Background: an optimization exercise with open tools, aiming at small area and a short achievable clock period. Do not read the settings as production practice.
Function was checked by simulation only, so behaviour that the tests miss may differ from the original.
Power is estimated from default activity; no workload was simulated.

### design/flow/config.mk
export PLATFORM = sky130hd
export DESIGN_NAME = matvec_alu_top
export DESIGN_NICKNAME = matvec_alu_top
export VERILOG_FILES = /design/flow/design.v
export SDC_FILE = /design/flow/constraint.sdc
export NUM_CORES = 4
export LEC_CHECK = 0
export CAP_MARGIN = 20
export CORE_MARGIN = 2
export CORE_UTILIZATION = 40
export SLEW_MARGIN = 20
### design/flow/constraint.sdc
create_clock -name core_clock -period 5.2 [get_ports {clk}]
set_input_delay 1.0400 -clock core_clock [delete_from_list [all_inputs] [get_ports {clk}]]
set_output_delay 1.0400 -clock core_clock [all_outputs]
set_load 0.01 [all_outputs]
### design/flow/design.v
`default_nettype none
package alu_fmt_pkg;
    localparam int lane_count = 4;
    localparam int opnd_w = 8;
    localparam int prod_w = 16;
    localparam int res_w = 26;
endpackage
`default_nettype wire
`default_nettype none
module mul8s (
    input  logic [7:0]  a,
    input  logic [3:0]  one,
    input  logic [3:0]  two,
    input  logic [3:0]  neg,
    output logic [15:0] p
);
    logic pp1, pp2, pp3, pp4, pp5, pp6, pp7, pp8, pp9, pp10, pp11, pp12, pp13, pp14, pp15, pp16, pp17, pp18, pp19, pp20, pp21, pp22, pp23, pp24, pp25, pp26, pp27, pp28, pp29, pp30, pp31, pp32, pp33, pp34, pp35, pp36, s37, c38, s39, c40, s41, c42, s43, c44, s45, c46, s47, c48, s49, c50, s51, c52, s53, c54, s55, c56, s57, c58, s59, c60, s61, c62, s63, c64, s65, c66, s67, c68, s69, c70, s71, c72, s73, c74, s75, c76, s77, c78, s79, c80, s81, c82, s83, c84;
    logic [15:0] r0, r1;
    assign pp1 = ((one[0] & a[0])) ^ neg[0];
    assign pp2 = ((one[0] & a[1]) | (two[0] & a[0])) ^ neg[0];
    assign pp3 = ((one[0] & a[2]) | (two[0] & a[1])) ^ neg[0];
    assign pp4 = ((one[0] & a[3]) | (two[0] & a[2])) ^ neg[0];
    assign pp5 = ((one[0] & a[4]) | (two[0] & a[3])) ^ neg[0];
    assign pp6 = ((one[0] & a[5]) | (two[0] & a[4])) ^ neg[0];
    assign pp7 = ((one[0] & a[6]) | (two[0] & a[5])) ^ neg[0];
    assign pp8 = ((one[0] & a[7]) | (two[0] & a[6])) ^ neg[0];
    assign pp9 = ~(((one[0] & a[7]) | (two[0] & a[7])) ^ neg[0]);
    assign pp10 = ((one[1] & a[0])) ^ neg[1];
    assign pp11 = ((one[1] & a[1]) | (two[1] & a[0])) ^ neg[1];
    assign pp12 = ((one[1] & a[2]) | (two[1] & a[1])) ^ neg[1];
    assign pp13 = ((one[1] & a[3]) | (two[1] & a[2])) ^ neg[1];
    assign pp14 = ((one[1] & a[4]) | (two[1] & a[3])) ^ neg[1];
    assign pp15 = ((one[1] & a[5]) | (two[1] & a[4])) ^ neg[1];
    assign pp16 = ((one[1] & a[6]) | (two[1] & a[5])) ^ neg[1];
    assign pp17 = ((one[1] & a[7]) | (two[1] & a[6])) ^ neg[1];
    assign pp18 = ~(((one[1] & a[7]) | (two[1] & a[7])) ^ neg[1]);
    assign pp19 = ((one[2] & a[0])) ^ neg[2];
    assign pp20 = ((one[2] & a[1]) | (two[2] & a[0])) ^ neg[2];
    assign pp21 = ((one[2] & a[2]) | (two[2] & a[1])) ^ neg[2];
    assign pp22 = ((one[2] & a[3]) | (two[2] & a[2])) ^ neg[2];
    assign pp23 = ((one[2] & a[4]) | (two[2] & a[3])) ^ neg[2];
    assign pp24 = ((one[2] & a[5]) | (two[2] & a[4])) ^ neg[2];
    assign pp25 = ((one[2] & a[6]) | (two[2] & a[5])) ^ neg[2];
    assign pp26 = ((one[2] & a[7]) | (two[2] & a[6])) ^ neg[2];
    assign pp27 = ~(((one[2] & a[7]) | (two[2] & a[7])) ^ neg[2]);
    assign pp28 = ((one[3] & a[0])) ^ neg[3];
    assign pp29 = ((one[3] & a[1]) | (two[3] & a[0])) ^ neg[3];
    assign pp30 = ((one[3] & a[2]) | (two[3] & a[1])) ^ neg[3];
    assign pp31 = ((one[3] & a[3]) | (two[3] & a[2])) ^ neg[3];
    assign pp32 = ((one[3] & a[4]) | (two[3] & a[3])) ^ neg[3];
    assign pp33 = ((one[3] & a[5]) | (two[3] & a[4])) ^ neg[3];
    assign pp34 = ((one[3] & a[6]) | (two[3] & a[5])) ^ neg[3];
    assign pp35 = ((one[3] & a[7]) | (two[3] & a[6])) ^ neg[3];
    assign pp36 = ~(((one[3] & a[7]) | (two[3] & a[7])) ^ neg[3]);
    assign s37 = neg[3] ^ pp7;
    assign c38 = neg[3] & pp7;
    assign s39 = pp8 ^ pp15;
    assign c40 = pp8 & pp15;
    assign s41 = 1'b1 ^ pp9 ^ pp16;
    assign c42 = (1'b1 & pp9) | (1'b1 & pp16) | (pp9 & pp16);
    assign s43 = 1'b1 ^ pp17;
    assign c44 = 1'b1 & pp17;
    assign s45 = neg[2] ^ pp5;
    assign c46 = neg[2] & pp5;
    assign s47 = pp6 ^ pp13;
    assign c48 = pp6 & pp13;
    assign s49 = pp14 ^ pp21 ^ pp28;
    assign c50 = (pp14 & pp21) | (pp14 & pp28) | (pp21 & pp28);
    assign s51 = pp22 ^ pp29 ^ c38;
    assign c52 = (pp22 & pp29) | (pp22 & c38) | (pp29 & c38);
    assign s53 = pp23 ^ pp30 ^ c40;
    assign c54 = (pp23 & pp30) | (pp23 & c40) | (pp30 & c40);
    assign s55 = pp24 ^ pp31 ^ s43;
    assign c56 = (pp24 & pp31) | (pp24 & s43) | (pp31 & s43);
    assign s57 = pp18 ^ pp25 ^ pp32;
    assign c58 = (pp18 & pp25) | (pp18 & pp32) | (pp25 & pp32);
    assign s59 = 1'b1 ^ pp26;
    assign c60 = 1'b1 & pp26;
    assign s61 = neg[1] ^ pp3;
    assign c62 = neg[1] & pp3;
    assign s63 = pp4 ^ pp11;
    assign c64 = pp4 & pp11;
    assign s65 = pp12 ^ pp19 ^ s45;
    assign c66 = (pp12 & pp19) | (pp12 & s45) | (pp19 & s45);
    assign s67 = pp20 ^ c46 ^ s47;
    assign c68 = (pp20 & c46) | (pp20 & s47) | (c46 & s47);
    assign s69 = c48 ^ s37 ^ s49;
    assign c70 = (c48 & s37) | (c48 & s49) | (s37 & s49);
    assign s71 = s39 ^ c50 ^ s51;
    assign c72 = (s39 & c50) | (s39 & s51) | (c50 & s51);
    assign s73 = s41 ^ c52 ^ s53;
    assign c74 = (s41 & c52) | (s41 & s53) | (c52 & s53);
    assign s75 = c42 ^ c54 ^ s55;
    assign c76 = (c42 & c54) | (c42 & s55) | (c54 & s55);
    assign s77 = c44 ^ s57 ^ c56;
    assign c78 = (c44 & s57) | (c44 & c56) | (s57 & c56);
    assign s79 = pp33 ^ s59 ^ c58;
    assign c80 = (pp33 & s59) | (pp33 & c58) | (s59 & c58);
    assign s81 = pp27 ^ pp34 ^ c60;
    assign c82 = (pp27 & pp34) | (pp27 & c60) | (pp34 & c60);
    assign s83 = 1'b1 ^ pp35;
    assign c84 = 1'b1 & pp35;
    assign r0 = {1'b1, c84, c82, c80, c78, c76, c74, c72, c70, c68, c66, c64, c62, s61, pp2, neg[0]};
    assign r1 = {1'b0, pp36, s83, s81, s79, s77, s75, s73, s71, s69, s67, s65, s63, pp10, 1'b0, pp1};
    assign p = r0 + r1;
endmodule
module booth_enc (
    input  logic [7:0] x,
    output logic [3:0] one,
    output logic [3:0] two,
    output logic [3:0] neg
);
    logic [8:0] xe;
    assign xe = {x, 1'b0};
    always_comb begin
        for (int j = 0; j < 4; j++) begin
            one[j] = xe[2*j+1] ^ xe[2*j];
            two[j] = (xe[2*j+2] & ~xe[2*j+1] & ~xe[2*j]) | (~xe[2*j+2] & xe[2*j+1] & xe[2*j]);
            neg[j] = xe[2*j+2];
        end
    end
endmodule
`default_nettype wire
`default_nettype none
module sum4g (
    input  logic [15:0] t0,
    input  logic [15:0] t1,
    input  logic [15:0] t2,
    input  logic [15:0] t3,
    input  logic [3:0]  e,
    output logic [17:0] y
);
    logic g1, g2, g3, g4, g5, g6, g7, g8, g9, g10, g11, g12, g13, g14, g15, g16, g17, g18, g19, g20, g21, g22, g23, g24, g25, g26, g27, g28, g29, g30, g31, g32, g33, g34, g35, g36, g37, g38, g39, g40, g41, g42, g43, g44, g45, g46, g47, g48, g49, g50, g51, g52, g53, g54, g55, g56, g57, g58, g59, g60, g61, g62, g63, g64, s65, c66, s67, c68, s69, c70, s71, c72, s73, c74, s75, c76, s77, c78, s79, c80, s81, c82, s83, c84, s85, c86, s87, c88, s89, c90, s91, c92, s93, c94, s95, c96, s97, c98, s99, c100, s101, c102, s103, c104, s105, c106, s107, c108, s109, c110, s111, c112, s113, c114, s115, c116, s117, c118, s119, c120, s121, c122, s123, c124, s125, c126, s127, c128;
    logic [17:0] r0, r1;
    assign g1 = e[0] & t0[0];
    assign g2 = e[0] & t0[1];
    assign g3 = e[0] & t0[2];
    assign g4 = e[0] & t0[3];
    assign g5 = e[0] & t0[4];
    assign g6 = e[0] & t0[5];
    assign g7 = e[0] & t0[6];
    assign g8 = e[0] & t0[7];
    assign g9 = e[0] & t0[8];
    assign g10 = e[0] & t0[9];
    assign g11 = e[0] & t0[10];
    assign g12 = e[0] & t0[11];
    assign g13 = e[0] & t0[12];
    assign g14 = e[0] & t0[13];
    assign g15 = e[0] & t0[14];
    assign g16 = ~(e[0] & t0[15]);
    assign g17 = e[1] & t1[0];
    assign g18 = e[1] & t1[1];
    assign g19 = e[1] & t1[2];
    assign g20 = e[1] & t1[3];
    assign g21 = e[1] & t1[4];
    assign g22 = e[1] & t1[5];
    assign g23 = e[1] & t1[6];
    assign g24 = e[1] & t1[7];
    assign g25 = e[1] & t1[8];
    assign g26 = e[1] & t1[9];
    assign g27 = e[1] & t1[10];
    assign g28 = e[1] & t1[11];
    assign g29 = e[1] & t1[12];
    assign g30 = e[1] & t1[13];
    assign g31 = e[1] & t1[14];
    assign g32 = ~(e[1] & t1[15]);
    assign g33 = e[2] & t2[0];
    assign g34 = e[2] & t2[1];
    assign g35 = e[2] & t2[2];
    assign g36 = e[2] & t2[3];
    assign g37 = e[2] & t2[4];
    assign g38 = e[2] & t2[5];
    assign g39 = e[2] & t2[6];
    assign g40 = e[2] & t2[7];
    assign g41 = e[2] & t2[8];
    assign g42 = e[2] & t2[9];
    assign g43 = e[2] & t2[10];
    assign g44 = e[2] & t2[11];
    assign g45 = e[2] & t2[12];
    assign g46 = e[2] & t2[13];
    assign g47 = e[2] & t2[14];
    assign g48 = ~(e[2] & t2[15]);
    assign g49 = e[3] & t3[0];
    assign g50 = e[3] & t3[1];
    assign g51 = e[3] & t3[2];
    assign g52 = e[3] & t3[3];
    assign g53 = e[3] & t3[4];
    assign g54 = e[3] & t3[5];
    assign g55 = e[3] & t3[6];
    assign g56 = e[3] & t3[7];
    assign g57 = e[3] & t3[8];
    assign g58 = e[3] & t3[9];
    assign g59 = e[3] & t3[10];
    assign g60 = e[3] & t3[11];
    assign g61 = e[3] & t3[12];
    assign g62 = e[3] & t3[13];
    assign g63 = e[3] & t3[14];
    assign g64 = ~(e[3] & t3[15]);
    assign s65 = g1 ^ g17;
    assign c66 = g1 & g17;
    assign s67 = g2 ^ g18 ^ g34;
    assign c68 = (g2 & g18) | (g2 & g34) | (g18 & g34);
    assign s69 = g3 ^ g19 ^ g35;
    assign c70 = (g3 & g19) | (g3 & g35) | (g19 & g35);
    assign s71 = g4 ^ g20 ^ g36;
    assign c72 = (g4 & g20) | (g4 & g36) | (g20 & g36);
    assign s73 = g5 ^ g21 ^ g37;
    assign c74 = (g5 & g21) | (g5 & g37) | (g21 & g37);
    assign s75 = g6 ^ g22 ^ g38;
    assign c76 = (g6 & g22) | (g6 & g38) | (g22 & g38);
    assign s77 = g7 ^ g23 ^ g39;
    assign c78 = (g7 & g23) | (g7 & g39) | (g23 & g39);
    assign s79 = g8 ^ g24 ^ g40;
    assign c80 = (g8 & g24) | (g8 & g40) | (g24 & g40);
    assign s81 = g9 ^ g25 ^ g41;
    assign c82 = (g9 & g25) | (g9 & g41) | (g25 & g41);
    assign s83 = g10 ^ g26 ^ g42;
    assign c84 = (g10 & g26) | (g10 & g42) | (g26 & g42);
    assign s85 = g11 ^ g27 ^ g43;
    assign c86 = (g11 & g27) | (g11 & g43) | (g27 & g43);
    assign s87 = g12 ^ g28 ^ g44;
    assign c88 = (g12 & g28) | (g12 & g44) | (g28 & g44);
    assign s89 = g13 ^ g29 ^ g45;
    assign c90 = (g13 & g29) | (g13 & g45) | (g29 & g45);
    assign s91 = g14 ^ g30 ^ g46;
    assign c92 = (g14 & g30) | (g14 & g46) | (g30 & g46);
    assign s93 = g15 ^ g31 ^ g47;
    assign c94 = (g15 & g31) | (g15 & g47) | (g31 & g47);
    assign s95 = g16 ^ g32 ^ g48;
    assign c96 = (g16 & g32) | (g16 & g48) | (g32 & g48);
    assign s97 = g33 ^ g49;
    assign c98 = g33 & g49;
    assign s99 = g50 ^ c66 ^ s67;
    assign c100 = (g50 & c66) | (g50 & s67) | (c66 & s67);
    assign s101 = g51 ^ c68 ^ s69;
    assign c102 = (g51 & c68) | (g51 & s69) | (c68 & s69);
    assign s103 = g52 ^ c70 ^ s71;
    assign c104 = (g52 & c70) | (g52 & s71) | (c70 & s71);
    assign s105 = g53 ^ c72 ^ s73;
    assign c106 = (g53 & c72) | (g53 & s73) | (c72 & s73);
    assign s107 = g54 ^ c74 ^ s75;
    assign c108 = (g54 & c74) | (g54 & s75) | (c74 & s75);
    assign s109 = g55 ^ c76 ^ s77;
    assign c110 = (g55 & c76) | (g55 & s77) | (c76 & s77);
    assign s111 = g56 ^ c78 ^ s79;
    assign c112 = (g56 & c78) | (g56 & s79) | (c78 & s79);
    assign s113 = g57 ^ c80 ^ s81;
    assign c114 = (g57 & c80) | (g57 & s81) | (c80 & s81);
    assign s115 = g58 ^ c82 ^ s83;
    assign c116 = (g58 & c82) | (g58 & s83) | (c82 & s83);
    assign s117 = g59 ^ c84 ^ s85;
    assign c118 = (g59 & c84) | (g59 & s85) | (c84 & s85);
    assign s119 = g60 ^ c86 ^ s87;
    assign c120 = (g60 & c86) | (g60 & s87) | (c86 & s87);
    assign s121 = g61 ^ c88 ^ s89;
    assign c122 = (g61 & c88) | (g61 & s89) | (c88 & s89);
    assign s123 = g62 ^ c90 ^ s91;
    assign c124 = (g62 & c90) | (g62 & s91) | (c90 & s91);
    assign s125 = g63 ^ c92 ^ s93;
    assign c126 = (g63 & c92) | (g63 & s93) | (c92 & s93);
    assign s127 = g64 ^ c94 ^ s95;
    assign c128 = (g64 & c94) | (g64 & s95) | (c94 & s95);
    assign r0 = {1'b1, c128, c126, c124, c122, c120, c118, c116, c114, c112, c110, c108, c106, c104, c102, c100, c98, s97};
    assign r1 = {1'b0, c96, s127, s125, s123, s121, s119, s117, s115, s113, s111, s109, s107, s105, s103, s101, s99, s65};
    assign y = r0 + r1;
endmodule
module sum3g (
    input  logic [15:0] t0,
    input  logic [15:0] t1,
    input  logic [15:0] t2,
    input  logic [2:0]  e,
    output logic [16:0] y
);
    logic g1, g2, g3, g4, g5, g6, g7, g8, g9, g10, g11, g12, g13, g14, g15, g16, g17, g18, g19, g20, g21, g22, g23, g24, g25, g26, g27, g28, g29, g30, g31, g32, g33, g34, g35, g36, g37, g38, g39, g40, g41, g42, g43, g44, g45, g46, g47, g48, s49, c50, s51, c52, s53, c54, s55, c56, s57, c58, s59, c60, s61, c62, s63, c64, s65, c66, s67, c68, s69, c70, s71, c72, s73, c74, s75, c76, s77, c78, s79, c80, s81, c82;
    logic [16:0] r0, r1;
    assign g1 = e[0] & t0[0];
    assign g2 = e[0] & t0[1];
    assign g3 = e[0] & t0[2];
    assign g4 = e[0] & t0[3];
    assign g5 = e[0] & t0[4];
    assign g6 = e[0] & t0[5];
    assign g7 = e[0] & t0[6];
    assign g8 = e[0] & t0[7];
    assign g9 = e[0] & t0[8];
    assign g10 = e[0] & t0[9];
    assign g11 = e[0] & t0[10];
    assign g12 = e[0] & t0[11];
    assign g13 = e[0] & t0[12];
    assign g14 = e[0] & t0[13];
    assign g15 = e[0] & t0[14];
    assign g16 = ~(e[0] & t0[15]);
    assign g17 = e[1] & t1[0];
    assign g18 = e[1] & t1[1];
    assign g19 = e[1] & t1[2];
    assign g20 = e[1] & t1[3];
    assign g21 = e[1] & t1[4];
    assign g22 = e[1] & t1[5];
    assign g23 = e[1] & t1[6];
    assign g24 = e[1] & t1[7];
    assign g25 = e[1] & t1[8];
    assign g26 = e[1] & t1[9];
    assign g27 = e[1] & t1[10];
    assign g28 = e[1] & t1[11];
    assign g29 = e[1] & t1[12];
    assign g30 = e[1] & t1[13];
    assign g31 = e[1] & t1[14];
    assign g32 = ~(e[1] & t1[15]);
    assign g33 = e[2] & t2[0];
    assign g34 = e[2] & t2[1];
    assign g35 = e[2] & t2[2];
    assign g36 = e[2] & t2[3];
    assign g37 = e[2] & t2[4];
    assign g38 = e[2] & t2[5];
    assign g39 = e[2] & t2[6];
    assign g40 = e[2] & t2[7];
    assign g41 = e[2] & t2[8];
    assign g42 = e[2] & t2[9];
    assign g43 = e[2] & t2[10];
    assign g44 = e[2] & t2[11];
    assign g45 = e[2] & t2[12];
    assign g46 = e[2] & t2[13];
    assign g47 = e[2] & t2[14];
    assign g48 = ~(e[2] & t2[15]);
    assign s49 = 1'b1 ^ g16;
    assign c50 = 1'b1 & g16;
    assign s51 = g1 ^ g17;
    assign c52 = g1 & g17;
    assign s53 = g2 ^ g18 ^ g34;
    assign c54 = (g2 & g18) | (g2 & g34) | (g18 & g34);
    assign s55 = g3 ^ g19 ^ g35;
    assign c56 = (g3 & g19) | (g3 & g35) | (g19 & g35);
    assign s57 = g4 ^ g20 ^ g36;
    assign c58 = (g4 & g20) | (g4 & g36) | (g20 & g36);
    assign s59 = g5 ^ g21 ^ g37;
    assign c60 = (g5 & g21) | (g5 & g37) | (g21 & g37);
    assign s61 = g6 ^ g22 ^ g38;
    assign c62 = (g6 & g22) | (g6 & g38) | (g22 & g38);
    assign s63 = g7 ^ g23 ^ g39;
    assign c64 = (g7 & g23) | (g7 & g39) | (g23 & g39);
    assign s65 = g8 ^ g24 ^ g40;
    assign c66 = (g8 & g24) | (g8 & g40) | (g24 & g40);
    assign s67 = g9 ^ g25 ^ g41;
    assign c68 = (g9 & g25) | (g9 & g41) | (g25 & g41);
    assign s69 = g10 ^ g26 ^ g42;
    assign c70 = (g10 & g26) | (g10 & g42) | (g26 & g42);
    assign s71 = g11 ^ g27 ^ g43;
    assign c72 = (g11 & g27) | (g11 & g43) | (g27 & g43);
    assign s73 = g12 ^ g28 ^ g44;
    assign c74 = (g12 & g28) | (g12 & g44) | (g28 & g44);
    assign s75 = g13 ^ g29 ^ g45;
    assign c76 = (g13 & g29) | (g13 & g45) | (g29 & g45);
    assign s77 = g14 ^ g30 ^ g46;
    assign c78 = (g14 & g30) | (g14 & g46) | (g30 & g46);
    assign s79 = g15 ^ g31 ^ g47;
    assign c80 = (g15 & g31) | (g15 & g47) | (g31 & g47);
    assign s81 = g32 ^ g48 ^ s49;
    assign c82 = (g32 & g48) | (g32 & s49) | (g48 & s49);
    assign r0 = {c82, c80, c78, c76, c74, c72, c70, c68, c66, c64, c62, c60, c58, c56, c54, c52, s51};
    assign r1 = {c50, s81, s79, s77, s75, s73, s71, s69, s67, s65, s63, s61, s59, s57, s55, s53, g33};
    assign y = r0 + r1;
endmodule
module sum2g (
    input  logic [15:0] t0,
    input  logic [15:0] t1,
    input  logic [1:0]  e,
    output logic [16:0] y
);
    logic g1, g2, g3, g4, g5, g6, g7, g8, g9, g10, g11, g12, g13, g14, g15, g16, g17, g18, g19, g20, g21, g22, g23, g24, g25, g26, g27, g28, g29, g30, g31, g32;
    logic [16:0] r0, r1;
    assign g1 = e[0] & t0[0];
    assign g2 = e[0] & t0[1];
    assign g3 = e[0] & t0[2];
    assign g4 = e[0] & t0[3];
    assign g5 = e[0] & t0[4];
    assign g6 = e[0] & t0[5];
    assign g7 = e[0] & t0[6];
    assign g8 = e[0] & t0[7];
    assign g9 = e[0] & t0[8];
    assign g10 = e[0] & t0[9];
    assign g11 = e[0] & t0[10];
    assign g12 = e[0] & t0[11];
    assign g13 = e[0] & t0[12];
    assign g14 = e[0] & t0[13];
    assign g15 = e[0] & t0[14];
    assign g16 = ~(e[0] & t0[15]);
    assign g17 = e[1] & t1[0];
    assign g18 = e[1] & t1[1];
    assign g19 = e[1] & t1[2];
    assign g20 = e[1] & t1[3];
    assign g21 = e[1] & t1[4];
    assign g22 = e[1] & t1[5];
    assign g23 = e[1] & t1[6];
    assign g24 = e[1] & t1[7];
    assign g25 = e[1] & t1[8];
    assign g26 = e[1] & t1[9];
    assign g27 = e[1] & t1[10];
    assign g28 = e[1] & t1[11];
    assign g29 = e[1] & t1[12];
    assign g30 = e[1] & t1[13];
    assign g31 = e[1] & t1[14];
    assign g32 = ~(e[1] & t1[15]);
    assign r0 = {1'b1, g16, g15, g14, g13, g12, g11, g10, g9, g8, g7, g6, g5, g4, g3, g2, g1};
    assign r1 = {1'b0, g32, g31, g30, g29, g28, g27, g26, g25, g24, g23, g22, g21, g20, g19, g18, g17};
    assign y = r0 + r1;
endmodule
`default_nettype wire
`default_nettype none
module matvec_alu_top (
    input  logic        clk,
    input  logic        rst,
    input  logic        in_valid,
    input  logic [31:0] mat_word,
    input  logic [31:0] vec_word,
    input  logic [2:0]  pattern,
    output logic        out_valid,
    output logic [25:0] res_0,
    output logic [25:0] res_1,
    output logic [25:0] res_2,
    output logic [25:0] res_3
);
    logic        v1, v2;
    logic [2:0]  b1;
    always_ff @(posedge clk or negedge rst) begin
        if (!rst) begin
            v1        <= 1'b0;
            v2        <= 1'b0;
            out_valid <= 1'b0;
        end else begin
            v1        <= in_valid;
            v2        <= v1;
            out_valid <= v2;
        end
    end
    logic [31:0] m1;
    logic [3:0]  e_one [4], e_two [4], e_neg [4];
    logic [3:0]  one1 [4], two1 [4], neg1 [4];
    for (genvar gi = 0; gi < 4; gi++) begin : g_enc
        booth_enc u_enc (.x(vec_word[31-8*gi -: 8]), .one(e_one[gi]), .two(e_two[gi]), .neg(e_neg[gi]));
    end
    always_ff @(posedge clk) begin
        m1 <= mat_word;
        for (int i = 0; i < 4; i++) begin
            one1[i] <= e_one[i];
            two1[i] <= e_two[i];
            neg1[i] <= e_neg[i];
        end
        b1 <= pattern;
    end
    logic [15:0] q [4];
    logic [15:0] p [4];
    for (genvar gi = 0; gi < 4; gi++) begin : g_mul
        mul8s u_mul (.a(m1[31-8*gi -: 8]), .one(one1[gi]), .two(two1[gi]), .neg(neg1[gi]), .p(q[gi]));
    end
    always_ff @(posedge clk) begin
        for (int i = 0; i < 4; i++) begin
            p[i] <= q[i];
        end
    end
    logic [1:0]  seg1, seg2, seg3;
    logic [2:0]  f0, f1;
    logic [1:0]  f2;
    logic        f3;
    logic [2:0]  e0;
    logic [2:0]  e1;
    logic [1:0]  e2;
    logic        e3;
    logic [17:0] s0;
    logic [16:0] s1, s2;
    logic [17:0] r0;
    logic [16:0] r1, r2;
    logic [15:0] r3;
    assign seg1 = {1'b0, b1[0]};
    assign seg2 = seg1 + b1[1];
    assign seg3 = seg2 + b1[2];
    assign f0 = {seg3 == 2'd0, seg2 == 2'd0, seg1 == 2'd0};
    assign f1 = {seg3 == 2'd1, seg2 == 2'd1, seg1 == 2'd1};
    assign f2 = {seg3 == 2'd2, seg2 == 2'd2};
    assign f3 = seg3 == 2'd3;
    always_ff @(posedge clk) begin
        e0 <= f0;
        e1 <= f1;
        e2 <= f2;
        e3 <= f3;
    end
    sum4g u_s0 (.t0(p[0]), .t1(p[1]), .t2(p[2]), .t3(p[3]), .e({e0, 1'b1}), .y(s0));
    sum3g u_s1 (.t0(p[1]), .t1(p[2]), .t2(p[3]), .e(e1), .y(s1));
    sum2g u_s2 (.t0(p[2]), .t1(p[3]), .e(e2), .y(s2));
    always_ff @(posedge clk) begin
        r0 <= s0;
        r1 <= s1;
        r2 <= s2;
        r3 <= e3 ? p[3] : 16'd0;
    end
    assign res_0 = 26'($signed(r0));
    assign res_1 = 26'($signed(r1));
    assign res_2 = 26'($signed(r2));
    assign res_3 = 26'($signed(r3));
endmodule
`default_nettype wire
### design/flow/run.sh
#!/bin/bash
# synth_recipe.tcl (not shown) runs the flow's synth.tcl, then flattens the netlist and writes it again
# the make line also repeats each setting of config.mk as NAME=value (left out here)
make -C /OpenROAD-flow-scripts/flow DESIGN_CONFIG=/design/flow/config.mk WORK_HOME=/design/flow/orfs CLKGATE_MAP_FILE= SYNTH_SCRIPT=/design/flow/synth_recipe.tcl finish
==> results of run 1 <==
-- sequential cells by signal, indices dropped and copies added, names as in the netlist, 2 cells and up --
signal and cells:
p 64, m1 32, r0 18, r1 17, r2 17, neg1 16
one1 16, r3 16, two1 16, b1 3, e0 3, e1 3
e2 2
-- placed cells by master, fill, tap and decap left out, types with 75 or more instances in the layout --
master           instances
a21oi_1                 77
a22oi_1                109
and2_1                 128
clkdlybuf4s50_1        174
dfxtp_1                224
fa_1                   105
ha_1                   142
inv_1                  188
nand2_1                 75
xnor2_1                157
xor2_1                  80
-- cell usage after synthesis, drive strengths merged (9+ instances only) --
cell	instances	area (um2)
a31oi	11	98.8
a21oi	82	429
inv	188	706
nor2	45	169
nand3b	13	97.6
and2	129	808
xor2	80	701
a21o	38	287
ha	142	1780
buf	52	370
o21a	11	82.6
nor2b	14	87.6
nand2b	17	106
o211ai	11	87.6
nand3	15	75.1
a22oi	113	886
o21ai	65	325
clkbuf	76	298
dfxtp	224	4480
nand2	75	282
xnor2	158	1390
nor3	17	85.1
o21bai	9	67.6
fa	105	2100
-- area by class of cell --
type | count | area [um2]
clock inverter | 11 | 134
sequential | 227 | 4560
inverter | 188 | 706
tap | 532 | 666
multi-input combinational | 1228 | 10600
timing repair buffer | 174 | 1740
fill | 3868 | 21700
clock buffer | 36 | 748
-- metrics by stage --
step / utilization / hold slack, ns / power (mW) / setup WS, ns
CTS: 0.470 / 0.354 / 12.1 / 1.35
global placement: 0.448 / 0.336 / 10.0 / 1.48
detailed placement: 0.448 / 0.340 / 10.1 / 1.38
finish: 0.470 / 0.351 / 11.9 / 1.35
global route: 0.470 / 0.358 / 13.0 / 1.05
floorplan: - / 0.331 / 8.04 / 1.59
-- cell families after synthesis --
logic type      count (synthesis)  share of synthesized area
buf+inv                       316                     0.0830
fa+ha+maj                     247                      0.234
simple gates                  350                      0.114
compound gates                391                      0.166
xor+xnor                      238                      0.126
flops                         227                      0.275
mux                             2                    0.00121
-- report_power, final --
group | total [mW] | switching [mW] | internal (mW)
Sequential | 2.86 | 0.519 | 2.34
Combinational | 7.21 | 3.90 | 3.31
Clock | 1.85 | 0.746 | 1.11
-- worst max path at each step --
stage | slack (ns) | cells after the start | to | startpoint
3_3_place_gp | 1.48 | 14 | p[0][13] | one1[0][0]
3_5_place_dp | 1.38 | 14 | p[0][13] | one1[0][0]
5_1_grt | 1.05 | 14 | p[0][13] | one1[0][0]
6_report | 1.35 | 14 | p[0][13] | m1[29]
4_1_cts | 1.35 | 14 | p[0][13] | one1[0][0]
2_1_floorplan | 1.59 | 14 | p[0][13] | neg1[0][1]
-- per-layer routing --
layer,GRT usage,share of wire
met5,0,0
met4,0.0419,0.018
met3,0.0225,0.044
met2,0.285,0.46
met1,0.239,0.48
==> notes.md, run 1 <==
* Status: finished clean
* Final nets at approximately 2200
* Layout cells sized above 1 at 0.0408
* Largest net degree at the start of global routing at 17
* Crit path max-delay family: adder cells
* Reg2reg path depth at 14
* Hold Crit Class: reg2reg
* Worst skew pair latency at approximately 0.56 ns
* Post-cts repair resize count at 0
* Overall Global Routing Usage at 0.173
* Clock tree buffer depth at 3
* Detail Placement HPWL at 30.3 mm
* Hold Fails Final Rpt at 0
* First-pass GRT wire length at 61.2 mm
* Synthesized Nets at 2088
* RSZ-0062 raised after global routing: no
* Placed cell count at 2349
* Final WL at 37.3 mm
* Setup bufs post-CTS at 0
* Max-slew violation count at 0
* Die height at approximately 210 um
* CP Cell Sequence: a22oi_1 -> xnor2_1 -> ha_1 -> fa_1 -> inv_1 -> fa_1 -> inv_1 -> ha_1 -> a21o_1 -> a21oi_1 -> o21ai_0 -> or3_1 -> a21oi_2 -> xnor2_1
* Ys flop type: dfxtp_1
* Worst reg2reg setup slack at 1.35 ns
* Pre-Repair DR Iteration Count at 6
* Initial Util at 0.405
* H-Tree Depth at 1
* CORE AREA at about 40000 um2
* Setup-failing EPs final at 0
* Hold Buf Count CTS at 0
* CP Capture Type: flip-flop
* Least-Margin Pin Slew at 0.785 ns
* Post-synth EDFFs at 0
* CP Launch Type: flip-flop
* Final instance area at roughly 19000 um2
* Gate Count Post-Synth at 1771
* Num rows at 74
* Sequential share of the synthesized area at 0.275
* DRC at 0
* Critical path arrival at 4.32 ns
* Crit Path Class: reg2reg
* Vias in the first global route at 11750
* Placer Congestion at 0.836
* Max_cap viols at 0
* Die area at 43000 um2
* Area Growth Syn to Fin at 15.8%
* CP max-delay cell: dfxtp_1
* Sink Count at 227
* Initial antenna violation count at 2
* FFs w/ async S/R, synth at 0.0132
* Worst Path Buf+Inv at 2
* CTS tree: built
* Root Driver: clkbuf_16
* Lkg Pwr at 8.50 nW
* Non-filler cells, final at about 2400
* R2r startpoint: m1[29]
* DR vias/cell at around 5
* CTS buffer count at 26
* Clk_skew at ~0.024 ns
* Synth warnings at 14
* Hold path endpoint: v2
* Worst Hold Path Cells at 0
* Worst r2r dst: p[0][13]
* Pwr Density at 622 nW/um2
* Routed Antenna Nets at 0
* Wirelength per Cell at 15.6 um
* Synthesized area per cell at 9.35 um2
* Fin crit share at 0.740
* Synth Cell Area at around 17000 um2
* CP peak stage delay at 0.54 ns
* Yosys reg bits at 227
* Unique cell type count in the Yosys netlist at 77
* Chip Width at 207 um
* Ports at 175
* Via count at 11959
* Initial drt markers at 564
* GR Overflow Total at 0
* Min-delay src: v1
* Setup TNS at 0 ns
* # diodes at 0
* Crit path required time at 5.67 ns
* Port-buffer cells at 174
* Fmax at 0.260 GHz
* Maximum VDD drop at 0.315 mV
* Crit path time final at 3.85 ns
* CP max FO at 8
* Clock transition at path regs at 0.06 ns
* Area after DPL at 18300 um2
* Slew headroom at 0.463
==> run 2, diff against run 1 <==
--- a/design/flow/config.mk
+++ b/design/flow/config.mk
@@ -10,2 +10,3 @@
 export CORE_UTILIZATION = 40
+export SETUP_SLACK_MARGIN = 2.2
 export SLEW_MARGIN = 20
==> run 2 against run 1 <==
Critical endpoint is now r0[14]. First-iteration DRC count up 1.4%. Critical path type unchanged. Synthesized cell count stayed put. Sequential share of layout area fell by 1.3 points. Via count up 5.4%. Fmax up 15%. Clock power up 4%. Sequential power about the same. Hold slack better by 0.0052 ns. Die area is the same. Largest power group unchanged.
==> notes.md, run 2 <==
* Status: finished clean (unchanged)
* Post-synthesis mux area share at 0.00121 (unchanged)
* Hold Crit Class: reg2reg (unchanged)
* Synth Area in Simple Gates at 0.114 (unchanged)
* Overall Global Routing Usage at 0.186 (was 0.173)
* Least-Margin Pin Slew at 0.547 ns (was 0.785 ns)
* Fmax at 0.298 GHz (was 0.260 GHz)
* Register area at 4800 um2 (was 4560 um2)
* Ports at 175 (unchanged)
* GR Overflow Total at 0 (unchanged)
* Die height at 207 um (unchanged)
* Sequential share of the synthesized area at 0.275 (unchanged)
* Top cells by area, synth: dfxtp_1, fa_1, ha_1 (unchanged)
* Hold Fails Final Rpt at 0 (unchanged)
* Die area at 43000 um2 (unchanged)
* Synthesized area per cell at 9.35 um2 (unchanged)
* Fin crit share at 0.646 (was 0.740)
* Max FFs per register at 64 (unchanged)
* Most common cell after layout, fill and taps aside: clkdlybuf4s50_1 (was dfxtp_1)
* Ys flop type: dfxtp_1 (unchanged)
* CORE AREA at 40800 um2 (unchanged)
* Synth Area in XOR/XNOR at 0.126 (unchanged)
* Most numerous cell in the Yosys netlist: dfxtp_1 (unchanged)
* DRC at 0 (unchanged)
* CP Launch Type: flip-flop (unchanged)
* Clock transition at path regs at 0.07 ns (was 0.06 ns)
* Via count at 12607 (was 11959)
* Post-place setup slack at 1.49 ns (was 1.38 ns)
* Max-slew violation count at 0 (unchanged)
* Largest regs: p x64, m1 x32, r0 x18 (unchanged)
* Largest net degree at the start of global routing at 17 (unchanged)
* Chip Width at 207 um (unchanged)
* CP max FO at 7 (was 8)
* Post-synth EDFFs at 0 (unchanged)
* FFs w/ async S/R, synth at 0.0132 (unchanged)
* Synth Area in Adders at 0.234 (unchanged)
* Vias in the first global route at 12724 (was 11750)
* Detail Placement HPWL at 30.7 mm (was 30.3 mm)
* Area Growth Syn to Fin at 28.8% (was 15.8%)
* Clk_skew at 0.0177 ns (was 0.0238 ns)
* Placer Congestion at 0.849 (was 0.836)
* Crit Path Class: reg2reg (unchanged)
* Maximum VDD drop at 0.336 mV (was 0.315 mV)
* H-Tree Depth at 1 (unchanged)
* Critical path arrival at 3.82 ns (was 4.32 ns)
* Final nets at 2251 (was 2162)
* DR vias/cell at 5.07 (was 4.99)
* Final setup margin at 1.84 ns (was 1.35 ns)
* Fill cells at 3680 (was 3868)
* Root Driver: clkbuf_16 (unchanged)
* Synth warnings at 14 (unchanged)
* Worst skew pair latency at 0.56 ns (about the same)
* Gate Count Post-Synth at 1771 (unchanged)
* Crit path required time at 5.66 ns (was 5.67 ns)
* Most frequent cells in the layout: clkdlybuf4s50_1, inv_1, xnor2_1 (was dfxtp_1, inv_1, clkdlybuf4s50_1)
* Most flop-heavy register: p (unchanged)
* CP Capture Type: flip-flop (unchanged)
* Share of the synthesized area in the top cell type at 0.271 (unchanged)
* Pre-Repair DR Iteration Count at 5 (was 6)
* Synth Cell Area at 16600 um2 (unchanged)
* Initial Util at 0.405 (unchanged)
* Max Used Layer: met4 (unchanged)
* Wirelength per Cell at 16.2 um (was 15.6 um)
* Wl on met1 at 18.5 mm (was 17.9 mm)
* Main combinational cell family by area after synthesis: adder cells (unchanged)
* Synthesized Nets at 2088 (unchanged)
* Top cell type by total area after synthesis: dfxtp_1 (unchanged)
* Layout cells sized above 1 at 0.220 (was 0.0408)
* Routed Antenna Nets at 0 (unchanged)
* # diodes at 0 (unchanged)
* Num rows at 74 (unchanged)
* Metal3 WL at 1.66 mm (was 1.63 mm)
* RSZ-0062 raised after global routing: yes (was no)
* Crit path time final at 3.36 ns (was 3.85 ns)
* Area of the multi-input gates at 11800 um2 (was 10600 um2)
* Max_cap viols at 0 (unchanged)
* Met2 wire length at 19.4 mm (was 17.1 mm)
* Slew headroom at 0.635 (was 0.463)
* CTS tree: built (unchanged)
* Final WL at 40.3 mm (was 37.3 mm)
* Yosys reg bits at 227 (unchanged)
* First-pass GRT wire length at 66.3 mm (was 61.2 mm)
* Setup TNS at 0 ns (unchanged)
* CTS buffer count at 27 (was 26)
* Port-buffer cells at 174 (unchanged)
* Unique cell type count in the Yosys netlist at 77 (unchanged)
* Pwr Density at 665 nW/um2 (was 622 nW/um2)
* Initial drt markers at 572 (was 564)
* Compound-cell area share of the yosys netlist at 0.166 (unchanged)
* Commonest cells in the netlist: dfxtp_1, inv_1, xnor2_1 (unchanged)
* Setup-failing EPs final at 0 (unchanged)
* Sink Count at 227 (unchanged)
* Lkg Pwr at 9.13 nW (was 8.50 nW)
* Initial antenna violation count at 1 (was 2)
* Clock tree buffer depth at 3 (unchanged)
==> run 2: cell counts after synthesis <==
Identical to the previous run, type by type.
==> run 2: final timing paths <==
check	depth (start not counted)	slack, ns	from	endpoint
worst max register to register	13	1.84	e0[1]	r0[14]
min in group asynchronous	1	0.66	rst	out_valid
max in group asynchronous	1	4.40	rst	v2
worst max-delay path	13	1.84	e0[1]	r0[14]
worst min register to register	0	0.36	v1	v2
worst min-delay path	0	0.36	v1	v2
==> run 2: cell families after synthesis <==
| family | Yosys count |
|---|---|
| adder cells (fa/ha/maj) | 247 |
| AO/OA/AOI/OAI | 391 |
| buffers and inverters | 316 |
| multiplexers | 2 |
| AND/OR/NAND/NOR | 350 |
| XOR/XNOR | 238 |
| flip-flops | 227 |
==> run 2: area by class of cell <==
cell class / instances / share of cell area
clock inverters: 13 / 0.00716
flip-flops and latches: 227 / 0.225
well taps: 532 / 0.0312
multi-input cells: 1228 / 0.552
inverters: 188 / 0.0331
repair buffers: 262 / 0.115
clock buffers: 37 / 0.0358
==> run 2: timing repair <==
| action | CTS | global route |
|---|---|---|
| gates resized for setup | 229 | 78 |
| pin swaps | 120 | 78 |
| hold buffers | 0 | 0 |
| endpoints found under the setup margin | 56 | 52 |
| buffers inserted | 67 | 21 |
| hold endpoints to repair | 0 | 0 |
==> run 2: critical path, cell delays in order (launching register included) <==
cell       delay (ns)
dfxtp_4          0.38
and2_4           0.16
fa_1             0.48
inv_2            0.04
fa_1             0.51
fa_2             0.40
nor2b_4          0.14
o21ai_4          0.07
a21boi_2         0.16
o21ai_2          0.10
a2111oi_4        0.39
buf_4            0.20
nand3_2          0.06
and3_4           0.17
==> run 2: where the power goes <==
group	leakage (nW)	internal [mW]	total, mW	switching [mW]
clock network	0.449	1.17	1.93	0.754
registers	1.94	2.34	2.86	0.523
logic	6.74	4.65	9.37	4.72
total	9.13	8.17	14.2	6.00
==> run 2: routing by layer <==
| layer | vias up | global-route usage |
|---|---|---|
| met3 | 41 | 0.0194 |
| met4 | 0 | 0.0399 |
| met5 | - | 0 |
| met1 | 6063 | 0.251 |
| met2 | 293 | 0.322 |
| li1 | 6210 | - |
==> run 2: through the flow <==
stage	area [um2]	cells	utilization	hold WS, ns	total power, mW
after global routing	21300	2487	0.522	0.375	15.4
after floorplan	17100	1771	-	0.331	8.52
after CTS	20800	2466	0.511	0.359	13.7
after detailed placement	18700	2349	0.458	0.336	10.6
after global placement	18700	2349	0.458	0.339	10.5
final	21300	2487	0.522	0.356	14.2
==> run 3, diff against run 2 <==
--- a/design/flow/config.mk
+++ b/design/flow/config.mk
@@ -7,2 +7,3 @@
 export LEC_CHECK = 0
+export ABC_AREA = 1
 export CAP_MARGIN = 20
@@ -10,3 +11,3 @@
 export CORE_UTILIZATION = 40
-export SETUP_SLACK_MARGIN = 2.2
+export SETUP_SLACK_MARGIN = 1.0
 export SLEW_MARGIN = 20
==> run 3 against run 2 <==
Register-to-register slack worse by 0.08 ns. Hold slack worse by 0.012 ns. Critical path depth rose by 4. Highest routed layer unchanged. Sequential cell count unchanged. Wire length increased by 18%. Utilization fell by 5.3 points. Largest cell class unchanged. Combinational power shrank 19%. Power shrank 14%. Synthesized cell count is 36% higher. Critical path type unchanged.
==> notes.md, run 3 <==
* Overall Global Routing Usage at 0.203 (was 0.186)
* Slew headroom at 0.449 (was 0.635)
* Synthesized Nets at 2723 (was 2088)
* Synth Cell Area at 17800 um2 (was 16600 um2)
* Sink Count at 227 (unchanged)
* Share of the synthesized area in the top cell type at 0.251 (was 0.271)
* Hold Crit Class: reg2reg (unchanged)
* Seq pwr share at 0.233 (was 0.202)
* Synthesized area per cell at 7.41 um2 (was 9.35 um2)
* Most flop-heavy register: p (unchanged)
* CP Capture Type: flip-flop (unchanged)
* Clock tree buffer depth at 3 (unchanged)
* Top cells by area, synth: dfxtp_1, fa_1, inv_1 (was dfxtp_1, fa_1, ha_1)
* Switch Pwr at 5.87 mW (was 6.00 mW)
* Die height at 215 um (was 207 um)
* Setup-failing EPs final at 0 (unchanged)
* Via count at 14943 (was 12607)
* Root Driver: clkbuf_16 (unchanged)
* Placed cell count at 3102 (was 2349)
* Final instance area at 20700 um2 (was 21300 um2)
* Worst Path Buf+Inv at 4 (was 2)
* CP max FO at 6 (was 7)
* Crit path max-delay family: adder cells (unchanged)
* Initial Util at 0.404 (was 0.405)
* # diodes at 0 (unchanged)
* Pwr Density at 590 nW/um2 (was 665 nW/um2)
* Clk_skew at 0.0157 ns (was 0.0177 ns)
* Commonest cells in the netlist: inv_1, nand2_1, dfxtp_1 (was dfxtp_1, inv_1, xnor2_1)
* Most common cell after layout, fill and taps aside: inv_1 (was clkdlybuf4s50_1)
* Post-cts repair resize count at 0 (was 229)
* Largest regs: p x64, m1 x32, r0 x18 (unchanged)
* Comb power frac at 0.622 (was 0.662)
* DRC at 0 (unchanged)
* Max-slew violation count at 0 (unchanged)
* Area Growth Syn to Fin at 16.0% (was 28.8%)
* Wirelength per Cell at 15.1 um (was 16.2 um)
* H-Tree Depth at 1 (unchanged)
* Top cell type by total area after synthesis: dfxtp_1 (unchanged)
* Pre-Repair DR Iteration Count at 6 (was 5)
* Worst skew pair latency at 0.56 ns (about the same)
* CTS tree: built (unchanged)
* Initial antenna violation count at 0 (was 1)
* Setup bufs post-CTS at 0 (was 67)
* Hold Buf Count CTS at 0 (unchanged)
* Hold Fails Final Rpt at 0 (unchanged)
* Most frequent cells in the layout: inv_1, nand2_1, dfxtp_1 (was clkdlybuf4s50_1, inv_1, xnor2_1)
* CP Cell Sequence: inv_1 -> o22ai_1 -> xor2_1 -> ha_1 -> fa_1 -> inv_1 -> fa_1 -> inv_1 -> ha_1 -> nand2_1 -> inv_1 -> a21oi_1 -> nor2_1 -> nor2_1 -> nand2_1 -> nand2_1 -> nand2_1 (was and2_4 -> fa_1 -> inv_2 -> fa_1 -> fa_2 -> nor2b_4 -> o21ai_4 -> a21boi_2 -> o21ai_2 -> a2111oi_4 -> buf_4 -> nand3_2 -> and3_4)
* Gate Count Post-Synth at 2406 (was 1771)
* Final WL at 47.7 mm (was 40.3 mm)
* Post-place setup slack at 1.77 ns (was 1.49 ns)
* Vias in the first global route at 14729 (was 12724)
* Critical path arrival at 3.88 ns (was 3.82 ns)
* Initial drt markers at 930 (was 572)
* Crit path time final at 3.43 ns (was 3.36 ns)
* Die area at 46300 um2 (was 43000 um2)
* First-pass GRT wire length at 75.9 mm (was 66.3 mm)
* Overall Power at 12.2 mW (was 14.2 mW)
* Synth warnings at 14 (unchanged)
* CP max-delay cell: fa_1 (unchanged)
* Ports at 175 (unchanged)
* Clock transition at path regs at 0.06 ns (was 0.07 ns)
* Max_cap viols at 0 (unchanged)
* Fin crit share at 0.660 (was 0.646)
* Layout cells sized above 1 at 0.0379 (was 0.220)
* Crit Path Class: reg2reg (unchanged)
* Routed Antenna Nets at 0 (unchanged)
* Setup TNS at 0 ns (unchanged)
* Least-Margin Pin Slew at 0.825 ns (was 0.547 ns)
* Max FFs per register at 64 (unchanged)
* Yosys reg bits at 227 (unchanged)
* Post-synth EDFFs at 0 (unchanged)
* Crit path required time at 5.65 ns (was 5.66 ns)
* Final setup margin at 1.77 ns (was 1.84 ns)
* Lkg Pwr at 11.5 nW (was 9.13 nW)
* FFs w/ async S/R, synth at 0.0132 (unchanged)
* Worst reg2reg setup slack at 1.77 ns (was 1.84 ns)
* Ys flop type: dfxtp_1 (unchanged)
* CORE AREA at 44100 um2 (was 40800 um2)
* Most numerous cell in the Yosys netlist: inv_1 (was dfxtp_1)
* Net Sw Frac at 0.482 (was 0.424)
* Num rows at 77 (was 74)
* CP Launch Type: flip-flop (unchanged)
* DR vias/cell at 4.75 (was 5.07)
* Sequential share of the synthesized area at 0.256 (was 0.275)
* P_int at 6.32 mW (was 8.17 mW)
* Fill cells at 4539 (was 3680)
* GR Overflow Total at 0 (unchanged)
* Detail Placement HPWL at 40.1 mm (was 30.7 mm)
* Area after DPL at 19900 um2 (was 18700 um2)
* Port-buffer cells at 174 (unchanged)
* CTS buffer count at 27 (unchanged)
* Chip Width at 215 um (was 207 um)
* Non-filler cells, final at 3148 (was 2487)
* Unique cell type count in the Yosys netlist at 37 (was 77)
* Placer Congestion at 0.923 (was 0.849)
* CP peak stage delay at 0.49 ns (was 0.51 ns)
* Fmax at 0.291 GHz (was 0.298 GHz)
* RSZ-0062 raised after global routing: no (was yes)
* Final nets at 2856 (was 2251)
* Maximum VDD drop at 0.267 mV (was 0.336 mV)
* Status: finished clean (unchanged)
* Clock share of power at 0.145 (was 0.136)
* Largest net degree at the start of global routing at 17 (unchanged)
run 3: worst paths after layout:
path / startpoint / to / cells past startpoint
worst max-delay path: one1[0][0] / p[0][13] / 17
worst min-delay path: v2 / out_valid / 0
worst max register to register: one1[0][0] / p[0][13] / 17
worst min register to register: v2 / out_valid / 0
max in group asynchronous: rst / v1 / 1
min in group asynchronous: rst / out_valid / 1
run 3: power by group through the flow:
stage	registers, mW	logic [mW]	clock network [mW]
6_report	2.84	7.59	1.77
3_3_place_gp	2.88	7.52	0
2_1_floorplan	2.68	5.43	0
4_1_cts	2.85	7.61	1.84
5_1_grt	2.88	8.65	1.90
3_5_place_dp	2.88	7.57	0
run 3: layer usage:
layer,vias up,track usage,share of wire
met5,-,0,0
met4,0,0.0720,0.034
met3,84,0.0273,0.050
met2,391,0.334,0.45
met1,6810,0.273,0.47
li1,7658,-,-
run 3: cell type report:
type / count / area, um2 / share of cell area
multi-input cells: 1565 / 10800 / 0.521
flip-flops and latches: 227 / 4560 / 0.220
inverters: 544 / 2040 / 0.0987
repair buffers: 174 / 1740 / 0.0842
well taps: 592 / 741 / 0.0358
clock buffers: 38 / 737 / 0.0356
clock inverters: 8 / 78.8 / 0.00381
run 3: kinds of logic after synthesis:
group                      share of synthesized area
adders and majority gates                      0.217
buffers and inverters                          0.139
AOI/OAI and AO/OA                             0.0942
muxes                                        0.00758
and+or+nand+nor                                0.196
xor gates and xnor gates                      0.0894
DFF                                            0.256
run 3: metrics by stage:
step                hold slack [ns]  utilization
finish                        0.344        0.469
global placement              0.332        0.450
CTS                           0.346        0.469
global route                  0.348        0.469
floorplan                     0.331            -
detailed placement            0.336        0.450
run 3: worst register-to-register path, cell delays in order (launching register included):
cell     delay (ns)
dfxtp_1        0.37
inv_1          0.13
o22ai_1        0.23
xor2_1         0.11
ha_1           0.26
fa_1           0.49
inv_1          0.05
fa_1           0.47
inv_1          0.04
ha_1           0.36
nand2_1        0.12
inv_1          0.06
a21oi_1        0.26
nor2_1         0.09
nor2_1         0.14
nand2_1        0.07
nand2_1        0.05
nand2_1        0.04
==> run 4, diff against run 3 <==
--- a/design/flow/config.mk
+++ b/design/flow/config.mk
@@ -7,3 +7,2 @@
 export LEC_CHECK = 0
-export ABC_AREA = 1
 export CAP_MARGIN = 20
@@ -11,3 +10,3 @@
 export CORE_UTILIZATION = 40
-export SETUP_SLACK_MARGIN = 1.0
+export SETUP_SLACK_MARGIN = 1.6
 export SLEW_MARGIN = 20
==> run 4 against run 3 <==
Still clean on timing, DRC and antenna. Register-to-register slack got worse by 0.08 ns. Power rose by 1.4%. Via count is 19% lower. Worst setup slack got worse by 0.077 ns. Clock power increased by 9%.
==> notes.md, run 4 <==
* Vias in the first global route at 12101 (was 14729)
* Synth Cell Area at 16600 um2 (was 17800 um2)
* Worst skew pair latency at 0.56 ns (about the same)
* Sink Count at 227 (unchanged)
* Area of the multi-input gates at 10800 um2 (about the same)
* Port-buffer cells at 174 (unchanged)
* Switch Pwr at 5.33 mW (was 5.87 mW)
* Die height at 207 um (was 215 um)
* Critical path arrival at 3.94 ns (was 3.88 ns)
* Placer Congestion at 0.856 (was 0.923)
* Hold Crit Class: reg2reg (unchanged)
* Via count at 12036 (was 14943)
* Fmax at 0.285 GHz (was 0.291 GHz)
* Synthesized area per cell at 9.35 um2 (was 7.41 um2)
* Lkg Pwr at 8.60 nW (was 11.5 nW)
* Num rows at 74 (was 77)
* Root Driver: clkbuf_16 (unchanged)
* Largest net degree at the start of global routing at 17 (unchanged)
* Net Sw Frac at 0.431 (was 0.482)
* Pre-Repair DR Iteration Count at 5 (was 6)
* Ys flop type: dfxtp_1 (unchanged)
* RSZ-0062 raised after global routing: yes (was no)
* Status: finished clean (unchanged)
* CTS buffer count at 27 (unchanged)
* Yosys reg bits at 227 (unchanged)
* CORE AREA at 40800 um2 (was 44100 um2)
* CP max FO at 5 (was 6)
* GR Overflow Total at 0 (unchanged)
* Chip Width at 207 um (was 215 um)
* Crit path time final at 3.51 ns (was 3.43 ns)
* Slew headroom at 0.399 (was 0.449)
* DR vias/cell at 5.00 (was 4.75)
* Commonest cells in the netlist: dfxtp_1, inv_1, xnor2_1 (was inv_1, nand2_1, dfxtp_1)
* Wirelength per Cell at 15.8 um (was 15.1 um)
* Post-place setup slack at 1.40 ns (was 1.77 ns)
* Max_cap viols at 0 (unchanged)
* Ports at 175 (unchanged)
* Area Growth Syn to Fin at 18.5% (was 16.0%)
* Clk_skew at 0.0292 ns (was 0.0157 ns)
* Hold Slack at 0.348 ns (was 0.344 ns)
* Post-synth EDFFs at 0 (unchanged)
* Max-slew violation count at 0 (unchanged)
* Max FFs per register at 64 (unchanged)
* CP max-delay cell: fa_1 (unchanged)
* Most numerous cell in the Yosys netlist: dfxtp_1 (was inv_1)
* Setup-failing EPs final at 0 (unchanged)
* Synth warnings at 14 (unchanged)
* Largest regs: p x64, m1 x32, r0 x18 (unchanged)
* Pwr Density at 631 nW/um2 (was 590 nW/um2)
* Layout cells sized above 1 at 0.0981 (was 0.0379)
* Detail Placement HPWL at 30.4 mm (was 40.1 mm)
* Final nets at 2173 (was 2856)
* CTS tree: built (unchanged)
* Final WL at 38.0 mm (was 47.7 mm)
* Fin crit share at 0.675 (was 0.660)
* DRC at 0 (unchanged)
* Clock share of power at 0.156 (was 0.145)
* Maximum VDD drop at 0.305 mV (was 0.267 mV)
* Overall Global Routing Usage at 0.176 (was 0.203)
* Crit path max-delay family: compound AO/OA/AOI/OAI gates (was adder cells)
* Initial antenna violation count at 2 (was 0)
* Comb power frac at 0.611 (was 0.622)
* Sequential share of the synthesized area at 0.275 (was 0.256)
* Die area at 43000 um2 (was 46300 um2)
* P_int at 7.04 mW (was 6.32 mW)
* Initial Util at 0.405 (was 0.404)
* Overall Power at 12.4 mW (was 12.2 mW)
* Crit path depth at 14 (was 17)
* Fill cells at 3844 (was 4539)
* Register area at 4650 um2 (was 4560 um2)
* Final setup margin at 1.69 ns (was 1.77 ns)
* Most frequent cells in the layout: inv_1, clkdlybuf4s50_1, dfxtp_1 (was inv_1, nand2_1, dfxtp_1)
* Worst Hold Path Cells at 0 (unchanged)
* Area after DPL at 18300 um2 (was 19900 um2)
* Core Util, Final at 0.480 (was 0.469)
* Seq pwr share at 0.233 (about the same)
* CP Capture Type: flip-flop (unchanged)
* CP Launch Type: flip-flop (unchanged)
* Hold Fails Final Rpt at 0 (unchanged)
* H-Tree Depth at 1 (unchanged)
* Synthesized Nets at 2088 (was 2723)
* Top cells by area, synth: dfxtp_1, fa_1, ha_1 (was dfxtp_1, fa_1, inv_1)
* CP Cell Sequence: buf_4 -> and2_1 -> fa_1 -> inv_1 -> fa_1 -> inv_1 -> ha_1 -> a2111oi_2 -> o21ai_2 -> a41oi_2 -> o31ai_4 -> o31ai_4 -> nand3_1 -> o311ai_0 (was inv_1 -> o22ai_1 -> xor2_1 -> ha_1 -> fa_1 -> inv_1 -> fa_1 -> inv_1 -> ha_1 -> nand2_1 -> inv_1 -> a21oi_1 -> nor2_1 -> nor2_1 -> nand2_1 -> nand2_1 -> nand2_1)
* Most flop-heavy register: p (unchanged)
* Crit Path Class: reg2reg (unchanged)
* Routed Antenna Nets at 0 (unchanged)
* Clock tree buffer depth at 3 (unchanged)
* Unique cell type count in the Yosys netlist at 77 (was 37)
* Non-filler cells, final at 2409 (was 3148)
* CP peak stage delay at 0.53 ns (was 0.49 ns)
* Worst Path Buf+Inv at 3 (was 4)
* Share of the synthesized area in the top cell type at 0.271 (was 0.251)
* Clock transition at path regs at 0.06 ns (about the same)
* Final instance area at 19600 um2 (was 20700 um2)
* Most common cell after layout, fill and taps aside: inv_1 (unchanged)
* Placed cell count at 2349 (was 3102)
* Reg2reg path depth at 14 (was 17)
* Gate Count Post-Synth at 1771 (was 2406)
* First-pass GRT wire length at 62.9 mm (was 75.9 mm)
* Hold Buf Count CTS at 0 (unchanged)
* Setup TNS at 0 ns (unchanged)
* Initial drt markers at 473 (was 930)
* Top cell type by total area after synthesis: dfxtp_1 (unchanged)
* Crit path required time at 5.63 ns (was 5.65 ns)
* FFs w/ async S/R, synth at 0.0132 (unchanged)
* Least-Margin Pin Slew at 0.879 ns (was 0.825 ns)
==> run 4: changes by cell type after synthesis, sizes merged, moves of 99 or more <==
cell   previous run  this run
and2             10       129
xnor2            10       158
a22oi             0       113
nand3           114        15
inv             544       188
nand2           569        75
o22ai           108         2
==> run 4: path summary, 6_finish.rpt <==
kind                        from   endpoint  slack, ns
setup / recovery           e0[0]     r0[15]       1.69
hold / removal                v1         v2       0.35
setup reg to reg           e0[0]     r0[15]       1.69
hold reg to reg               v1         v2       0.35
max in group asynchronous    rst         v1       4.39
min in group asynchronous    rst  out_valid       0.66
==> run 4: what timing repair did <==
item,4_1_cts,5_1_grt
pin swaps,4,18
setup buffers,2,8
setup endpoints to repair,13,31
endpoints found under the hold margin,0,0
gates resized for setup,30,84
==> run 4: per-layer routing <==
| layer | vias up | GRT usage | routed length [um] |
|---|---|---|---|
| li1 | 6047 | - | - |
| met1 | 5675 | 0.241 | 17800 |
| met2 | 262 | 0.292 | 17600 |
| met3 | 52 | 0.0200 | 1620 |
| met4 | 0 | 0.0537 | 944 |
| met5 | - | 0 | 0 |
==> run 4: kinds of logic (layout without fill, tap and decap cells) <==
family | after synthesis | after routing | synth area share
AOI/OAI and AO/OA | 391 | 391 | 0.166
buffers and inverters | 316 | 421 | 0.0830
adders and majority gates | 247 | 247 | 0.234
other | 0 | 1 | 0
xor gates and xnor gates | 238 | 238 | 0.126
and+or+nand+nor | 350 | 350 | 0.114
DFF | 227 | 227 | 0.275
muxes | 2 | 2 | 0.00121
==> run 4: cell type report <==
class,instances,area share
multi-input cells,1228,0.552
flip-flops and latches,227,0.237
repair buffers,184,0.0938
clock buffers,35,0.0386
inverters,188,0.0360
well taps,532,0.0339
clock inverters,14,0.00855
diodes,1,0.000128
==> run 4: power groups by stage <==
stage | sequential (mW) | combinational, mW | clock [mW]
floorplan | 2.67 | 5.37 | 0
global placement | 2.92 | 7.06 | 0
detailed placement | 2.93 | 7.15 | 0
CTS | 2.90 | 7.25 | 1.99
global route | 2.95 | 8.52 | 2.06
finish | 2.88 | 7.56 | 1.93
==> run 5, diff against run 4 <==
==> design/flow/flow/run.sh (new file) <==
#!/bin/bash
# standard layout, with plain buf_1 cells as the port buffers
set -euo pipefail
export BUFFER_PORTS_ARGS="-buffer_cell sky130_fd_sc_hd__buf_1"
bash standard.sh > standard.log 2>&1
==> design/flow/standard.sh (new file) <==
#!/bin/bash
# synth_recipe.tcl (not shown) runs the flow's synth.tcl, then flattens the netlist and writes it again
# the make line also repeats each setting of config.mk as NAME=value (left out here)
make -C /OpenROAD-flow-scripts/flow DESIGN_CONFIG=/design/flow/config.mk WORK_HOME=/design/flow/orfs CLKGATE_MAP_FILE= SYNTH_SCRIPT=/design/flow/synth_recipe.tcl "${@:-finish}"
--- a/design/flow/config.mk
+++ b/design/flow/config.mk
@@ -10,2 +10,3 @@
 export CORE_UTILIZATION = 40
+export CTS_BUF_LIST = sky130_fd_sc_hd__clkbuf_4
 export SETUP_SLACK_MARGIN = 1.6
removed: design/flow/run.sh
==> run 5 against run 4 <==
First-iteration DRC count increased by 25%. Global-route usage about the same. Clock power decreased by 17%. Sequential cell count unchanged. Combinational power decreased by 4.5%. Non-clock buffer count unchanged. Sequential power about the same. Critical path depth unchanged. Wire length increased by 1.0%. Critical endpoint is now r0[14]. Largest power group unchanged.
==> notes.md, run 5 <==
* Seq pwr share at 0.246 (was 0.233)
* Crit path required time at 5.84 ns (was 5.63 ns)
* Worst Path Buf+Inv at 3 (unchanged)
* Initial Util at 0.405 (unchanged)
* Worst Hold Path Cells at 1 (was 0)
* P_int at 6.30 mW (was 7.04 mW)
* Overall Global Routing Usage at 0.176 (about the same)
* Hold Crit Class: in2reg (was reg2reg)
* CP Capture Type: flip-flop (unchanged)
* Fin crit share at 0.667 (was 0.675)
* Die area at 43000 um2 (unchanged)
* Min-delay src: mat_word[6] (was v1)
* Post-synth EDFFs at 0 (unchanged)
* Via count at 12329 (was 12036)
* Area Growth Syn to Fin at 11.0% (was 18.5%)
* Unique cell type count in the Yosys netlist at 77 (unchanged)
* CP max-delay cell: fa_1 (unchanged)
* Yosys reg bits at 227 (unchanged)
* Commonest cells in the netlist: dfxtp_1, inv_1, xnor2_1 (unchanged)
* CTS buffer count at 60 (was 27)
* First-pass GRT wire length at 62.0 mm (was 62.9 mm)
* Status: finished clean (unchanged)
* Wirelength per Cell at 15.6 um (was 15.8 um)
* Synthesized area per cell at 9.35 um2 (unchanged)
* H-Tree Depth at 2 (was 1)
* Largest net degree at the start of global routing at 18 (was 17)
* Ys flop type: dfxtp_1 (unchanged)
* CTS tree: built (unchanged)
* Hold path endpoint: m1[6] (was v2)
* Worst reg2reg setup slack at 1.73 ns (was 1.69 ns)
* Fmax at 0.288 GHz (was 0.285 GHz)
* DR vias/cell at 5.00 (about the same)
* DRC at 0 (unchanged)
* Worst skew pair latency at 0.83 ns (was 0.56 ns)
* Top cell type by total area after synthesis: dfxtp_1 (unchanged)
* Initial drt markers at 589 (was 473)
* Maximum VDD drop at 0.291 mV (was 0.305 mV)
* Lkg Pwr at 8.14 nW (was 8.60 nW)
* Most numerous cell in the Yosys netlist: dfxtp_1 (unchanged)
* CP max FO at 11 (was 5)
* Port-buffer cells at 174 (unchanged)
* Max FFs per register at 64 (unchanged)
* CP peak stage delay at 0.53 ns (about the same)
* Slew headroom at 0.412 (was 0.399)
* Switch Pwr at 5.40 mW (was 5.33 mW)
* Pwr Density at 636 nW/um2 (was 631 nW/um2)
* Top cells by area, synth: dfxtp_1, fa_1, ha_1 (unchanged)
* Clock transition at path regs at 0.07 ns (was 0.06 ns)
* Clk_skew at 0.0940 ns (was 0.0292 ns)
* Setup-failing EPs final at 0 (unchanged)
* Final nets at 2206 (was 2173)
* CP Cell Sequence: and2_1 -> fa_1 -> inv_1 -> fa_1 -> inv_1 -> ha_4 -> nor2b_2 -> o21ai_2 -> a21boi_2 -> o21ai_2 -> a2111oi_4 -> buf_4 -> nand3_1 -> and3_1 (was buf_4 -> and2_1 -> fa_1 -> inv_1 -> fa_1 -> inv_1 -> ha_1 -> a2111oi_2 -> o21ai_2 -> a41oi_2 -> o31ai_4 -> o31ai_4 -> nand3_1 -> o311ai_0)
* Crit path time final at 3.47 ns (was 3.51 ns)
* Share of the synthesized area in the top cell type at 0.271 (unchanged)
* Layout cells sized above 1 at 0.120 (was 0.0981)
* Vias in the first global route at 12222 (was 12101)
* Clock share of power at 0.137 (was 0.156)
* RSZ-0062 raised after global routing: yes (unchanged)
* Net Sw Frac at 0.462 (was 0.431)
* Synthesized Nets at 2088 (unchanged)
* Final WL at 38.3 mm (was 38.0 mm)
* Ports at 175 (unchanged)
* Gate Count Post-Synth at 1771 (unchanged)
* Synth Cell Area at 16600 um2 (unchanged)
* Chip Width at 207 um (unchanged)
* Crit Path Class: reg2reg (unchanged)
* Most common cell after layout, fill and taps aside: inv_1 (unchanged)
* Largest regs: p x64, m1 x32, r0 x18 (unchanged)
* Most frequent cells in the layout: inv_1, buf_1, dfxtp_1 (was inv_1, clkdlybuf4s50_1, dfxtp_1)
* Comb power frac at 0.617 (was 0.611)
* Setup TNS at 0 ns (unchanged)
* GR Overflow Total at 0 (unchanged)
* Pre-Repair DR Iteration Count at 7 (was 5)
* Die height at 207 um (unchanged)
* Detail Placement HPWL at 30.1 mm (was 30.4 mm)
* CP Launch Type: flip-flop (unchanged)
* Worst r2r dst: r0[14] (was r0[15])
* Overall Power at 11.7 mW (was 12.4 mW)
* Most flop-heavy register: p (unchanged)
* Clock tree buffer depth at 3 (unchanged)
* Sequential share of the synthesized area at 0.275 (unchanged)
* Reg2reg path depth at 14 (unchanged)
* Crit path max-delay family: adder cells (was compound AO/OA/AOI/OAI gates)
* Routed Antenna Nets at 0 (unchanged)
* R2r startpoint: e0[1] (was e0[0])
* Sink Count at 227 (unchanged)
* Critical path arrival at 4.11 ns (was 3.94 ns)
* Hold Fails Final Rpt at 0 (unchanged)
* FFs w/ async S/R, synth at 0.0132 (unchanged)
* Synth warnings at 14 (unchanged)
* Placer Congestion at 0.861 (was 0.856)
* Least-Margin Pin Slew at 0.859 ns (was 0.879 ns)
* Num rows at 74 (unchanged)
* CORE AREA at 40800 um2 (unchanged)
* Max-slew violation count at 0 (unchanged)
* Max_cap viols at 0 (unchanged)
* Initial antenna violation count at 2 (unchanged)
* Root Driver: clkbuf_4 (was clkbuf_16)
## run 5: metal layers
layer	share of wire	global-route usage	wire length (um)	vias up
met5	0	0	0	-
met1	0.47	0.237	18000	5807
met2	0.46	0.286	17700	307
met4	0.023	0.0549	864	0
met3	0.047	0.0327	1820	59
li1	-	-	-	6156
## run 5: layout make-up
cell class	instances	area, um2
inverter	188	706
clock inverter	25	194
timing repair buffer	184	743
antenna	3	7.51
multi-input combinational	1228	10800
tap	532	666
sequential	227	4660
fill	3950	22500
clock buffer	77	578
## run 5: through the flow
stage | instance area, um2 | util | hold WS, ns | cells | worst slack, ns
after floorplan | 16600 | - | 0.331 | 1771 | 1.64
after global placement | 17200 | 0.421 | 0.333 | 2349 | 1.47
after detailed placement | 17200 | 0.421 | 0.335 | 2349 | 1.42
after CTS | 18100 | 0.442 | 0.222 | 2455 | 1.60
after global routing | 18400 | 0.450 | 0.235 | 2463 | 1.51
final | 18400 | 0.450 | 0.305 | 2464 | 1.73
## run 5: worst max-delay path by stage
stage                to  cells after the start       start  slack [ns]
6_report         r0[14]                     14       e0[1]        1.73
5_1_grt          r0[15]                     13       e0[1]        1.51
4_1_cts          r0[14]                     14       e0[1]        1.60
3_5_place_dp     r0[16]                     12       e0[1]        1.42
3_3_place_gp     r0[13]                     12       e0[1]        1.47
2_1_floorplan  p[0][13]                     15  one1[0][1]        1.64
## run 5: power by group through the flow
stage	clock, mW	combinational (mW)	sequential [mW]
after CTS	1.67	6.91	2.89
after floorplan	0	5.37	2.67
after global placement	0	6.69	2.92
after global routing	1.77	8.10	2.93
after detailed placement	0	6.80	2.92
final	1.60	7.22	2.87
## run 5: what timing repair did
action / 4_1_cts / 5_1_grt
endpoints found under the setup margin: 14 / 33
hold buffers: 1 / 0
pin swaps: 4 / 16
buffers inserted: 3 / 6
endpoints found under the hold margin: 3 / 0
gates resized for setup: 34 / 81
## run 5: logic make-up (layout without fill, tap and decap cells)
logic type / count (synthesis) / count (layout) / share of synthesized area
AOI/OAI and AO/OA: 391 / 391 / 0.166
DFF: 227 / 227 / 0.275
xor gates and xnor gates: 238 / 238 / 0.126
buffers and inverters: 316 / 474 / 0.0830
other: 0 / 3 / 0
adders and majority gates: 247 / 247 / 0.234
and+or+nand+nor: 350 / 350 / 0.114
muxes: 2 / 2 / 0.00121
## run 5: worst reg2reg max path: stages, from the launching register on
cell and delay (ns):
dfxtp_4 0.37, and2_1 0.17, fa_1 0.50, inv_1 0.05, fa_1 0.53, inv_1 0.06, ha_4 0.28, nor2b_2 0.16
o21ai_2 0.07, a21boi_2 0.19, o21ai_2 0.10, a2111oi_4 0.39, buf_4 0.20, nand3_1 0.06, and3_1 0.21

Check on run 5: ideal ports give 1.732 ns setup slack; a clkbuf_16 on the clock port and buf_2 on the inputs give 1.732 ns; moving port delays by the midpoint clock arrival (0.834 ns) as well gives 1.732 ns.
